This is an optimization exercise on Yosys and OpenROAD, whose aim is small area, a short achievable clock period and few clock cycles per item, not a production implementation.
In this exercise RTL edits were held to simulation tests only and were not proved equivalent to the original.
No activity file was given, so power comes from the tool's default toggle rates.

== lane 1 ==
==> flow/design.v <==
module bitmask_code_decompressor (
	input  logic        clk,
	input  logic        arst_n,
	input  logic        code_valid,
	output logic        code_ready,
	input  logic [32:0] code_item,    
	output logic        insn_valid,
	input  logic        insn_ready,
	output logic [32:0] insn_item,    
	input  logic        cfg_we,
	input  logic [2:0]  cfg_index,
	input  logic [31:0] cfg_data
);
	localparam logic [2:0] F_REP = 3'd0, F_MASK = 3'd1, F_ONE = 3'd2, F_ADJ = 3'd3,
		F_TWO = 3'd4, F_DICT = 3'd5, F_LIT = 3'd6, F_END = 3'd7;
	localparam int PW   =     74 ;   
	localparam int ROOM = PW - 32;             
	localparam int H    = PW - 1;              
	logic [31:0] dict_q [8];
	logic [7:0]  dv_q;
	always_ff @(posedge clk or negedge arst_n) begin
		if (!arst_n) begin
			dv_q <= '0;
		end else if (cfg_we) begin
			dv_q[cfg_index] <= 1'b1;
		end
	end
	always_ff @(posedge clk) begin
		if (cfg_we) begin
			dict_q[cfg_index] <= cfg_data;
		end
	end
	logic        rdy_q;
	logic        ib_v_q;
	logic [31:0] ib_w_q;
	logic        ib_rs_q;
	logic [H:0]  pool_q;      
	logic [6:0]  cnt_q;
	localparam int NG = 14;
	localparam int G3 = 0, G5 = 1, G6 = 2, G8 = 3, G9 = 4, G11 = 5, G14 = 6, G15 = 7,
		G16 = 8, G18 = 9, G19 = 10, G35 = 11, G38 = 12, GR = 13;
	function automatic logic [6:0] gk(input int i);
		case (i)
			G3:      gk = 7'd3;
			G5:      gk = 7'd5;
			G6:      gk = 7'd6;
			G8:      gk = 7'd8;
			G9:      gk = 7'd9;
			G11:     gk = 7'd11;
			G14:     gk = 7'd14;
			G15:     gk = 7'd15;
			G16:     gk = 7'd16;
			G18:     gk = 7'd18;
			G19:     gk = 7'd19;
			G35:     gk = 7'd35;
			G38:     gk = 7'd38;
			default: gk = 7'(ROOM + 1);
		endcase
	endfunction
	logic [NG-1:0] ge_q, ge_n;
	logic [4:0]  off_q;       
	logic        end_q;
	logic        pz_q;        
	logic [1:0]  r_q;         
	logic        out_v_q;
	logic [31:0] out_d_q;
	logic        out_l_q;
	logic [H:0]  merged, shifted;
	logic [6:0]  cnt_m;
	logic        ib_take, ib_merge, ib_rs_merge;
	logic [2:0]  fmt, fmt2;
	logic [5:0]  need;
	logic [4:0]  e;           
	logic        is_end, complete, nxt_end, nxt_room;
	assign fmt = pool_q[H -: 3];
	always_comb begin
		complete = 1'b0;
		need     = 6'd3;
		fmt2     = pool_q[H-3 -: 3];
		case (fmt)
			F_REP: begin
				need     = 6'd5;
				complete = ge_q[G5];
				fmt2     = pool_q[H-5 -: 3];
			end
			F_MASK: begin
				need     = 6'd15;
				complete = ge_q[G15];
				fmt2     = pool_q[H-15 -: 3];
			end
			F_ONE, F_ADJ: begin
				need     = 6'd11;
				complete = ge_q[G11];
				fmt2     = pool_q[H-11 -: 3];
			end
			F_TWO: begin
				need     = 6'd16;
				complete = ge_q[G16];
				fmt2     = pool_q[H-16 -: 3];
			end
			F_DICT: begin
				need     = 6'd6;
				complete = ge_q[G6];
				fmt2     = pool_q[H-6 -: 3];
			end
			F_LIT: begin
				need     = 6'd35;
				complete = ge_q[G35] || (ib_merge && ge_q[G3]);
				fmt2     = merged[H-35 -: 3];
			end
			default: ;
		endcase
	end
	assign is_end  = ge_q[G3] && (fmt == F_END);
	always_comb begin
		case (fmt)
			F_REP:        nxt_room = ge_q[G8];
			F_MASK:       nxt_room = ge_q[G18];
			F_ONE, F_ADJ: nxt_room = ge_q[G14];
			F_TWO:        nxt_room = ge_q[G19];
			F_DICT:       nxt_room = ge_q[G9];
			F_LIT:        nxt_room = ge_q[G38];
			default:      nxt_room = 1'b0;
		endcase
	end
	assign nxt_end = nxt_room && (fmt2 == F_END) && !ib_merge;
	assign e       = off_q + need[4:0];
	logic nxt_fits, h_last;
	always_comb begin
		case (fmt2)
			F_REP:         nxt_fits = e <= 5'd27;
			F_MASK:        nxt_fits = e <= 5'd17;
			F_ONE, F_ADJ:  nxt_fits = e <= 5'd21;
			F_TWO:         nxt_fits = e <= 5'd16;
			F_DICT:        nxt_fits = e <= 5'd26;
			default:       nxt_fits = 1'b0;
		endcase
	end
	assign h_last = !((e != 5'd0) && nxt_fits);
	logic b_load, rep_done, emit, p_fire;
	assign b_load   = !out_v_q || insn_ready;
	assign rep_done = (fmt != F_REP) || (r_q == pool_q[H-3 -: 2]);
	assign emit     = complete && b_load;
	assign p_fire   = emit && rep_done;
	assign ib_merge    = ib_v_q && !ib_rs_q && !end_q && !ge_q[GR];
	assign ib_rs_merge = ib_v_q && ib_rs_q && (!complete || (p_fire && nxt_end));
	assign ib_take     = ib_merge || ib_rs_merge || (ib_v_q && !ib_rs_q && end_q);
	assign code_ready = rdy_q;
	logic [3:0]  m4;
	logic [31:0] flip, dsel, value;
	logic [2:0]  idx;
	logic        use_dict;
	always_comb begin
		case (fmt)
			F_MASK:  m4 = pool_q[H-8 -: 4];
			F_ONE:   m4 = 4'b1000;
			F_ADJ:   m4 = 4'b1100;
			F_TWO:   m4 = 4'b1000;
			default: m4 = 4'b0000;
		endcase
		flip = ({m4, 28'd0} >> pool_q[H-3 -: 5])
			| ((fmt == F_TWO) ? (32'h8000_0000 >> pool_q[H-8 -: 5]) : 32'd0);
		case (fmt)
			F_MASK:  idx = pool_q[H-12 -: 3];
			F_TWO:   idx = pool_q[H-13 -: 3];
			F_DICT:  idx = pool_q[H-3 -: 3];
			default: idx = pool_q[H-8 -: 3];
		endcase
		use_dict = (fmt != F_REP) && (fmt != F_LIT);
		dsel = '0;
		for (int i = 0; i < 8; i++) begin
			dsel = dsel | (dict_q[i] & {32{use_dict && dv_q[i] && (idx == 3'(i))}});
		end
		value = (fmt == F_LIT) ? merged[H-3 -: 32] : (dsel ^ flip);
	end
	always_comb begin
		merged = pool_q;
		cnt_m  = cnt_q;
		if (ib_merge) begin
			merged = pool_q | ({ib_w_q, {(PW-32){1'b0}}} >> cnt_q);
			cnt_m  = cnt_q + 7'd32;
		end
		case (fmt)
			F_REP:   shifted = merged << 5;
			F_MASK:  shifted = merged << 15;
			F_ONE:   shifted = merged << 11;
			F_ADJ:   shifted = merged << 11;
			F_TWO:   shifted = merged << 16;
			F_DICT:  shifted = merged << 6;
			F_LIT:   shifted = merged << 35;
			default: shifted = merged << 3;
		endcase
	end
	logic       ib_v_n, ib_rs_n, end_n;
	logic [6:0] cnt_n;
	logic [6:0] cnt_f;
	logic [NG-1:0] ge_m, ge_f, ge_32;
	always_comb begin
		cnt_f = cnt_m - {1'b0, need};
		for (int i = 0; i < NG; i++) begin
			ge_m[i]  = cnt_m >= gk(i);
			ge_f[i]  = cnt_f >= gk(i);
			ge_32[i] = 7'd32 >= gk(i);
		end
	end
	always_comb begin
		ib_v_n  = (code_valid && rdy_q) || (ib_v_q && !ib_take);
		ib_rs_n = (code_valid && rdy_q) ? code_item[0] : ib_rs_q;
		if (ib_rs_merge) begin
			cnt_n = 7'd32;
			ge_n  = ge_32;
			end_n = 1'b0;
		end else if (is_end) begin
			cnt_n = '0;
			ge_n  = '0;
			end_n = 1'b1;
		end else if (p_fire) begin
			cnt_n = cnt_f;
			ge_n  = ge_f;
			end_n = end_q;
		end else begin
			cnt_n = cnt_m;
			ge_n  = ge_m;
			end_n = end_q;
		end
	end
	always_ff @(posedge clk or negedge arst_n) begin
		if (!arst_n) begin
			rdy_q   <= 1'b1;
			ib_v_q  <= 1'b0;
			pool_q  <= '0;
			cnt_q   <= '0;
			ge_q    <= '0;
			off_q   <= '0;
			end_q   <= 1'b0;
			pz_q    <= 1'b1;
			r_q     <= '0;
			out_v_q <= 1'b0;
		end else begin
			ib_v_q <= ib_v_n;
			rdy_q  <= !ib_v_n || (!ib_rs_n && (end_n || !ge_n[GR]));
			cnt_q  <= cnt_n;
			ge_q   <= ge_n;
			end_q  <= end_n;
			if (ib_rs_merge) begin
				pool_q <= {ib_w_q, {(PW-32){1'b0}}};
				off_q  <= '0;
				pz_q   <= 1'b1;
			end else if (is_end) begin
				pool_q <= '0;
				off_q  <= '0;
			end else if (p_fire) begin
				pool_q <= shifted;
				off_q  <= e;
				if (fmt != F_REP) pz_q <= 1'b0;
			end else begin
				pool_q <= merged;
			end
			if (emit) begin
				r_q <= rep_done ? 2'd0 : r_q + 2'd1;
			end
			if (b_load) begin
				out_v_q <= complete;
			end
		end
	end
	always_ff @(posedge clk) begin
		if (code_valid && rdy_q) begin
			ib_w_q  <= code_item[32:1];
			ib_rs_q <= code_item[0];
		end
		if (emit) begin
			if (fmt != F_REP) begin
				out_d_q <= value;
			end else if (pz_q) begin
				out_d_q <= '0;
			end
			out_l_q <= h_last && rep_done;
		end
	end
	assign insn_valid = out_v_q;
	assign insn_item  = {out_d_q, out_l_q};
endmodule
Settings: LEC_CHECK=0, CAP_MARGIN=20, CORE_MARGIN=2, CORE_UTILIZATION=40, SETUP_SLACK_MARGIN=4.5, SLEW_MARGIN=20; clock period 8.0 ns.
run.sh (not shown) runs the stock make flow with config.mk's settings and CLKGATE_MAP_FILE= SYNTH_SCRIPT=/design/flow/synth_recipe.tcl, a recipe that flattens the netlist after the stock synthesis.
Testbench counts of lane 1, summed over its fixed seeds: cycles 14,886, items 14,667.
Setup changes, lane 1 to lane 2
- a change of SETUP_SLACK_MARGIN from 4.5 to 5
- an added TNS_END_PERCENT of 0
[summary]
The count of multi-input gates on lane 2 is in line with that on lane 1. Measured against each other, lane 2 and lane 1 differ in minimum setup slack in the final design, the lower figure coming from lane 2. Diff lane 2..lane 1 | DRC violations left | unchanged. Looking at final clock period utilization by the worst path, lane 2 sits 1.4 points higher than lane 1 does. Compared with lane 1, in lane 2 sum of buffers and inverters on the critical path level, length of routed met3 wiring fell 610 um, setup slack on the worst flop-to-flop path decreased by 0.11 ns relative to the old numbers, insertion delay of the later-clocked pin in the worst-skew pair lower. Sequential share of layout area was lower in the run labelled lane 1. Looking at top layer reached by signal wires, the met4 result is from lane 2; the met5 one comes from lane 1.
diff inputs: lane 2 => lane 3
- putting CTS_CLUSTER_DIAMETER at 100 where nothing was set
- putting CTS_CLUSTER_SIZE at 30 where nothing was set
- clearing TNS_END_PERCENT, which used to be 0
- swapping 5 for 4.5 in SETUP_SLACK_MARGIN
### Flow results
The flip-flop and latch area of lane 2 and that of lane 3 are within noise of each other.
Against lane 2, first-pass GRT wire length in lane 3 rose by a few percent.
Die area: lane 2 vs lane 3 identical
Looking at cell area after layout, lane 3 sits about 2.7% above lane 2.
Result for lane 3 and lane 2: all clean
Number of non-clock buffers for lane 3 is higher than for lane 2.
Lane 3 against lane 2: growth of design area from synthesis to finish up 3.3 points, number of cells in the finished layout apart from fillers up 50, cell area after technology mapping flat.
In lane 3 relative to lane 2, areal power density over the cells had gone up slightly.

-- what the ideal ports hide --
How much do the figures lean on ideal ports? The routed layouts below were timed once more, with nothing changed but the port constraints.
Step 1, drivers: a clkbuf_16 drives clk and a buf_2 each remaining input, both assumed.
Step 2, shift: input delay + t, output delay - t, t = (earliest + latest rising clock arrival at the registers) / 2. This alone moves slack from input paths to output paths.
a / b / c = ideal ports / drivers / drivers and shift; a / b = the first two.
run | shift t [ns] | slack for setup (ns) | worst register clock-pin slew, ns | worst slew at a driven data input, ns | cell pins on the clock port's net
lane 1 | 0.700 | 4.373 / 4.373 / 3.903 | 0.08 / 0.08 | 0.07 | 1
lane 2 | 0.680 | 4.262 / 4.262 / 3.837 | 0.07 / 0.07 | 0.07 | 1
lane 3 | 0.678 | 4.261 / 4.261 / 3.842 | 0.11 / 0.11 | 0.07 | 1
After both steps setup and hold are still met in every run listed. The setup slack of lane 1, which loses most, moves by 0.000 ns with the drivers and by -0.470 ns with both steps.
